This is an optimization exercise on Yosys and OpenROAD, whose aim is small area and a short achievable clock period, not a production implementation.
Function was checked by simulation only, so behaviour that the tests miss may differ from the original.
Power figures rest on the tool's default switching activity, not on a simulated workload.

==> flow/design.v <==
module dgt_raddr_scheduler #(
    parameter int unsigned NUM_REQ     = 256,
    parameter int unsigned PARALLELISM = 4,
    parameter int unsigned NUM_CH      = 2
) (
    input  logic                    clk_i,
    input  logic                    rst_ni,
    input  logic                    en_i,
    input  logic                    flush_i,
    input  logic [NUM_CH-1:0]       req_valid_i,
    output logic [NUM_CH-1:0]       req_ready_o,
    input  logic [NUM_CH*NUM_REQ-1:0] req_i,
    input  logic [NUM_CH-1:0]       msb_first_i,
    input  logic [NUM_CH-1:0]       dense_mode_i,
    input  logic [$clog2(NUM_REQ/PARALLELISM)-1:0]     addr_lower_bound_i,
    input  logic [$clog2(NUM_REQ/PARALLELISM)-1:0]     addr_upper_bound_i,
    output logic                    idx_valid_o,
    input  logic                    idx_ready_i,
    output logic [$clog2(NUM_REQ/PARALLELISM)-1:0]     idx_o,
    output logic [((NUM_CH>1)?$clog2(NUM_CH):1)-1:0]     ch_o,
    output logic [PARALLELISM-1:0]  lane_mask_o,
    output logic [NUM_REQ/PARALLELISM-1:0]    grant_block_one_hot_o,
    output logic                    last_o,
    output logic                    empty_o
);
    localparam int unsigned NUM_BLK    = NUM_REQ / PARALLELISM;
    localparam int unsigned ADDR_WIDTH = $clog2(NUM_BLK);
    localparam int unsigned CH_WIDTH   = (NUM_CH > 1) ? $clog2(NUM_CH) : 1;
    logic [NUM_CH-1:0][NUM_REQ-1:0]    lane_q;
    logic [NUM_CH-1:0][ADDR_WIDTH-1:0] cur_q, far_q;
    logic [NUM_CH-1:0]                 order_q, dense_q;
    logic [NUM_CH-1:0]                 loaded_q;
    logic [CH_WIDTH-1:0]               rr_q;
    logic                  sel_any;
    logic [CH_WIDTH-1:0]   sel_ch;
    always_comb begin : pick
        logic [CH_WIDTH-1:0] cand;
        sel_any = 1'b0;
        sel_ch  = '0;
        for (int unsigned i = 0; i < NUM_CH; i++) begin
            cand = CH_WIDTH'((32'(rr_q) + i) % NUM_CH);
            if (!sel_any && loaded_q[cand]) begin
                sel_any = 1'b1;
                sel_ch  = cand;
            end
        end
    end
    logic hs;
    assign hs = en_i & sel_any & idx_ready_i;
    logic [NUM_CH-1:0][NUM_BLK-1:0]    pv;
    logic [NUM_CH-1:0]                 c_any;
    logic [NUM_CH-1:0][ADDR_WIDTH-1:0] c_lo, c_hi;
    logic [NUM_CH-1:0][ADDR_WIDTH-1:0] w_lo, w_hi;
    logic [NUM_CH-1:0]                 w_dense;
    logic [NUM_CH-1:0][NUM_BLK-1:0]    w_nz;
    logic [ADDR_WIDTH:0][NUM_BLK-1:0]                 t_any;
    logic [ADDR_WIDTH:0][NUM_BLK-1:0][ADDR_WIDTH-1:0] t_lo, t_hi;
    always_comb begin : per_channel
        for (int unsigned c = 0; c < NUM_CH; c++) begin
            if (loaded_q[c]) begin
                w_lo[c]    = order_q[c] ? '0 : cur_q[c] + ADDR_WIDTH'(1);
                w_hi[c]    = order_q[c] ? cur_q[c] - ADDR_WIDTH'(1) : '1;
                w_dense[c] = dense_q[c];
                for (int unsigned b = 0; b < NUM_BLK; b++)
                    w_nz[c][b] = |lane_q[c][b*PARALLELISM +: PARALLELISM];
            end else begin
                w_lo[c]    = addr_lower_bound_i;
                w_hi[c]    = addr_upper_bound_i;
                w_dense[c] = dense_mode_i[c];
                for (int unsigned b = 0; b < NUM_BLK; b++)
                    w_nz[c][b] = |req_i[c*NUM_REQ + b*PARALLELISM +: PARALLELISM];
            end
            for (int unsigned b = 0; b < NUM_BLK; b++)
                pv[c][b] = (w_dense[c] | w_nz[c][b])
                         && (ADDR_WIDTH'(b) >= w_lo[c]) && (ADDR_WIDTH'(b) <= w_hi[c]);
            t_any = '0;
            t_lo  = '0;
            t_hi  = '0;
            t_any[0] = pv[c];
            for (int unsigned l = 1; l <= ADDR_WIDTH; l++) begin
                for (int unsigned j = 0; j < (NUM_BLK >> l); j++) begin
                    t_any[l][j] = t_any[l-1][2*j] | t_any[l-1][2*j+1];
                    t_lo[l][j]  = t_any[l-1][2*j]   ? t_lo[l-1][2*j]   : t_lo[l-1][2*j+1];
                    t_lo[l][j][l-1] = ~t_any[l-1][2*j];
                    t_hi[l][j]  = t_any[l-1][2*j+1] ? t_hi[l-1][2*j+1] : t_hi[l-1][2*j];
                    t_hi[l][j][l-1] = t_any[l-1][2*j+1];
                end
            end
            c_any[c] = t_any[ADDR_WIDTH][0];
            c_lo[c]  = t_lo[ADDR_WIDTH][0];
            c_hi[c]  = t_hi[ADDR_WIDTH][0];
        end
    end
    logic [NUM_CH-1:0][ADDR_WIDTH-1:0] c_next;
    logic [NUM_CH-1:0]                 last;
    always_comb begin
        for (int unsigned c = 0; c < NUM_CH; c++) begin
            c_next[c] = (loaded_q[c] ? order_q[c] : msb_first_i[c]) ? c_hi[c] : c_lo[c];
            last[c]   = cur_q[c] == far_q[c];
        end
    end
    always_ff @(posedge clk_i or negedge rst_ni) begin : ctrl_reg
        if (!rst_ni) begin
            loaded_q <= '0;
            rr_q     <= '0;
        end else if (flush_i) begin
            loaded_q <= '0;
            rr_q     <= '0;
        end else if (en_i) begin
            for (int unsigned c = 0; c < NUM_CH; c++) begin
                if (!loaded_q[c])
                    loaded_q[c] <= req_valid_i[c] & c_any[c];
                else if (hs && sel_ch == CH_WIDTH'(c) && last[c])
                    loaded_q[c] <= 1'b0;
            end
            if (sel_any)
                rr_q <= idx_ready_i ? CH_WIDTH'((32'(sel_ch) + 32'd1) % NUM_CH) : sel_ch;
        end
    end
    always_ff @(posedge clk_i) begin : data_reg
        for (int unsigned c = 0; c < NUM_CH; c++) begin
            if (!loaded_q[c]) begin
                lane_q[c]  <= req_i[c*NUM_REQ +: NUM_REQ];
                order_q[c] <= msb_first_i[c];
                dense_q[c] <= dense_mode_i[c];
                far_q[c]   <= msb_first_i[c] ? c_lo[c] : c_hi[c];
            end
            if (!loaded_q[c] || (hs && sel_ch == CH_WIDTH'(c))) begin
                cur_q[c]  <= c_next[c];
            end
        end
    end
    logic [NUM_CH-1:0][PARALLELISM-1:0] c_lanes;
    always_comb begin
        for (int unsigned c = 0; c < NUM_CH; c++) begin
            c_lanes[c] = '0;
            for (int unsigned b = 0; b < NUM_BLK; b++)
                c_lanes[c] = c_lanes[c] | ({PARALLELISM{cur_q[c] == ADDR_WIDTH'(b)}}
                                           & lane_q[c][b*PARALLELISM +: PARALLELISM]);
        end
    end
    assign req_ready_o           = ~loaded_q;
    assign empty_o               = ~|loaded_q;
    assign idx_valid_o           = en_i & sel_any;
    assign idx_o                 = sel_any ? cur_q[sel_ch] : '0;
    assign ch_o                  = sel_any ? sel_ch : '0;
    assign lane_mask_o           = sel_any ? c_lanes[sel_ch] : '0;
    assign last_o                = sel_any & last[sel_ch];
    assign grant_block_one_hot_o = sel_any ? (NUM_BLK'(1) << cur_q[sel_ch]) : '0;
endmodule
export LEC_CHECK = 0
export CAP_MARGIN = 20
export CORE_MARGIN = 2
export CORE_UTILIZATION = 40
export SETUP_SLACK_MARGIN = 4.3
export SLEW_MARGIN = 20
create_clock -name core_clock -period 10.0 [get_ports {clk_i}]
standard.sh (not shown) runs the stock make flow with config.mk's settings and CLKGATE_MAP_FILE= SYNTH_SCRIPT=/design/flow/synth_recipe.tcl, a recipe that flattens the netlist after the stock synthesis.
==> flow/flow/run.sh <==
#!/bin/bash
# Standard ORFS layout with two changes:
# - the port buffers are the smallest plain buffer (sky130_fd_sc_hd__buf_1)
#   instead of the default delay-buffer cell;
# - clock tree synthesis clusters up to 20 sinks within 100 um per leaf
#   buffer and inserts no dummy loads.
set -euo pipefail
bash standard.sh \
  "BUFFER_PORTS_ARGS=-buffer_cell sky130_fd_sc_hd__buf_1" \
  "CTS_ARGS=-sink_clustering_enable -repair_clock_nets -sink_clustering_size 20 -sink_clustering_max_diameter 100 -dont_use_dummy_load" \
  finish > orfs_make.log 2>&1
The first run finished with timing, DRC and antenna clean.
Rerun with:
- CORE_UTILIZATION: 40 -> 45
After rerunning: Global-route usage goes up by 2.7 points. Sequential power is about the same. Synthesized cell count is unchanged. Final cell count came out lower by 2.3%. Setup slack is better by 0.16 ns. Cell area is lower by 0.54%. First-iteration DRC count is higher by 34%. Maximum frequency grows by 2.7%. Worst hold slack loses 0.020 ns. Power went down by 2.7%.


build 81:
RTL: the design.v shown in full above, as it stands there.
==> flow/config.mk <==
export PLATFORM = sky130hd
export DESIGN_NAME = dgt_raddr_scheduler
export DESIGN_NICKNAME = dgt_raddr_scheduler
export VERILOG_FILES = /design/flow/design.v
export SDC_FILE = /design/flow/constraint.sdc
export NUM_CORES = 4
export LEC_CHECK = 0
export CAP_MARGIN = 20
export CORE_MARGIN = 2
export CORE_UTILIZATION = 40
export SETUP_SLACK_MARGIN = 3.9
export SLEW_MARGIN = 20
==> flow/constraint.sdc <==
create_clock -name core_clock -period 10.0 [get_ports {clk_i}]
set_input_delay 2.0000 -clock core_clock [delete_from_list [all_inputs] [get_ports {clk_i}]]
set_output_delay 2.0000 -clock core_clock [all_outputs]
set_load 0.01 [all_outputs]
Scripts as last shown in full above: flow/flow/run.sh
Here is what was changed in the inputs of build 8 compared with build 81.
diff --git a/flow/config.mk b/flow/config.mk
--- a/flow/config.mk
+++ b/flow/config.mk
@@ -8,5 +8,5 @@
 export CAP_MARGIN = 20
 export CORE_MARGIN = 2
-export CORE_UTILIZATION = 40
-export SETUP_SLACK_MARGIN = 3.9
+export CORE_UTILIZATION = 50
+export SETUP_SLACK_MARGIN = 4.3
 export SLEW_MARGIN = 20
The run showing the smaller clock latency of the later-clocked register in the worst-skew pair is build 8. Summary of build 8 over build 81: largest fanout on the critical path increased by 150% relative to the old numbers, non-clock buffer count now sits lower, net switching power went down by about 2%, sum of routed wire length over all layers went down. From build 81 to build 8 the numbers moved as follows: cell area did not really move; power share of the clock group did not really move.
--- input diff build 8..build 87 ---
diff --git a/flow/config.mk b/flow/config.mk
--- a/flow/config.mk
+++ b/flow/config.mk
@@ -8,5 +8,5 @@
 export CAP_MARGIN = 20
 export CORE_MARGIN = 2
-export CORE_UTILIZATION = 50
-export SETUP_SLACK_MARGIN = 4.3
+export CORE_UTILIZATION = 40
+export SETUP_SLACK_MARGIN = 5
 export SLEW_MARGIN = 20
Notes after the runs:
On build 87: core utilization is 8.4 points lower than what build 8 gave.
Final cell area: build 87 above build 8
[diff] minimum clock period after layout, build 87 relative to build 8: improvement


dgt_raddr_scheduler, a different RTL version from the one above (not shown whole).
Size in the first run: about 2,900 cells after synthesis, about 540 flip-flops, roughly 620 I/O pins, ~31,000 sq um of cells after synthesis.
## dgt_raddr_scheduler
module dgt_raddr_scheduler #(
    parameter int unsigned NUM_REQ     = 256,
    parameter int unsigned PARALLELISM = 4,
    parameter int unsigned NUM_CH      = 2
) (
    input  logic                    clk_i,
    input  logic                    rst_ni,
    input  logic                    en_i,
    input  logic                    flush_i,
    input  logic [NUM_CH-1:0]       req_valid_i,
    output logic [NUM_CH-1:0]       req_ready_o,
    input  logic [NUM_CH*NUM_REQ-1:0] req_i,
    input  logic [NUM_CH-1:0]       msb_first_i,
    input  logic [NUM_CH-1:0]       dense_mode_i,
    input  logic [$clog2(NUM_REQ/PARALLELISM)-1:0]     addr_lower_bound_i,
    input  logic [$clog2(NUM_REQ/PARALLELISM)-1:0]     addr_upper_bound_i,
    output logic                    idx_valid_o,
    input  logic                    idx_ready_i,
    output logic [$clog2(NUM_REQ/PARALLELISM)-1:0]     idx_o,
    output logic [((NUM_CH>1)?$clog2(NUM_CH):1)-1:0]     ch_o,
    output logic [PARALLELISM-1:0]  lane_mask_o,
    output logic [NUM_REQ/PARALLELISM-1:0]    grant_block_one_hot_o,
    output logic                    last_o,
    output logic                    empty_o
);
Settings: LEC_CHECK=0, CAP_MARGIN=20, CORE_MARGIN=2, CORE_UTILIZATION=40, SETUP_SLACK_MARGIN=0.3, SLEW_MARGIN=20; clock period 10.0 ns.
run.sh (not shown) runs the stock make flow with config.mk's settings and CLKGATE_MAP_FILE= SYNTH_SCRIPT=/design/flow/synth_recipe.tcl, a recipe that flattens the netlist after the stock synthesis.
Stock flow here: none of the scripts above is used.
Next try:
==> flow/flow/run.sh (new file) <==
#!/bin/bash
# Standard ORFS layout, with the port buffers made as the smallest plain buffer
# (sky130_fd_sc_hd__buf_1) instead of the default delay-buffer cell.
set -euo pipefail
bash standard.sh "BUFFER_PORTS_ARGS=-buffer_cell sky130_fd_sc_hd__buf_1" finish > orfs_make.log 2>&1
==> flow/standard.sh (new file) <==
#!/bin/bash
# synth_recipe.tcl (not shown) runs the flow's synth.tcl, then flattens the netlist and writes it again
# the make line also repeats each setting of config.mk as NAME=value (left out here)
make -C /OpenROAD-flow-scripts/flow DESIGN_CONFIG=/design/flow/config.mk WORK_HOME=/design/flow/orfs CLKGATE_MAP_FILE= SYNTH_SCRIPT=/design/flow/synth_recipe.tcl "${@:-finish}"
Settings changed: SETUP_SLACK_MARGIN 0.3 to 4.5.
removed: flow/run.sh
Effect:
- count of clock-buffer cells in the layout is higher by 9
- clock power barely changes
- wire length goes up by about 5.4%
- final cell count grows by 5.8%
- worst setup slack improves by 1700 ps
Next try:
==> flow/run.sh (new file) <==
#!/bin/bash
# synth_recipe.tcl (not shown) runs the flow's synth.tcl, then flattens the netlist and writes it again
# the make line also repeats each setting of config.mk as NAME=value (left out here)
make -C /OpenROAD-flow-scripts/flow DESIGN_CONFIG=/design/flow/config.mk WORK_HOME=/design/flow/orfs CLKGATE_MAP_FILE= SYNTH_SCRIPT=/design/flow/synth_recipe.tcl finish
Settings changed: ABC_CLOCK_PERIOD_IN_PS from default to 5000.
removed: flow/flow/run.sh
removed: flow/standard.sh
After rerunning:
- The new run ran to the end with no violations
- global-route usage went up by 0.51 points
- sequential cell count does not change
- clock-buffer cell count went down by 8
- die area does not change
- non-clock buffer count went up by 108
- synthesized area does not change
- wire length went up by 3.4%

[afterwards: timing with drivers on the ports]
The results above use ideal ports. As a check the final layouts listed here were re-extracted and re-timed, cells and wires unchanged.
Step 1: set_driving_cell puts a clkbuf_16 on clk_i and a buf_2 on each other input, an assumption about the parent block.
Step 2, shift: input delay + t, output delay - t, t = (earliest + latest rising clock arrival at the registers) / 2. This alone moves slack from input paths to output paths.
Slacks: no drivers / after step 1 / after step 2; pairs: no drivers / after step 1.
| run | t (ns) | setup slack, ns | hold WS [ns] | slew at the worst register clock pin (ns) | worst data-port slew with drivers (ns) |
|---|---|---|---|---|---|
| the first run of note 1 | 0.654 | 4.092 / 4.024 / 3.698 | 0.622 / 0.622 / 0.622 | 0.09 / 0.09 | 0.12 |
| the second run of note 1 | 0.631 | 4.249 / 4.183 / 3.757 | 0.602 / 0.602 / 0.602 | 0.09 / 0.09 | 0.14 |
| build 81 | 0.659 | 3.845 / 3.770 / 3.431 | 0.621 / 0.621 / 0.621 | 0.09 / 0.09 | 0.12 |
| build 8 | 0.637 | 4.252 / 4.183 / 3.717 | 0.620 / 0.620 / 0.620 | 0.09 / 0.09 | 0.12 |
| build 87 | 0.633 | 4.346 / 4.287 / 4.311 | 0.614 / 0.614 / 0.614 | 0.09 / 0.09 | 0.16 |
| the first run of note 3 | 0.714 | 0.300 / 0.229 / 0.942 | 0.606 / 0.606 / 0.606 | 0.07 / 0.07 | 0.08 |
| the second run of note 3 | 0.705 | 1.999 / 1.932 / 2.637 | 0.623 / 0.623 / 0.623 | 0.08 / 0.08 | 0.12 |
| the third run of note 3 | 0.699 | 1.837 / 1.771 / 2.470 | 0.680 / 0.680 / 0.680 | 0.08 / 0.08 | 0.08 |
After both steps setup and hold are still met in every run listed. For build 8, which loses most, drivers alone change the setup slack by -0.069 ns; drivers and shift together by -0.535 ns.
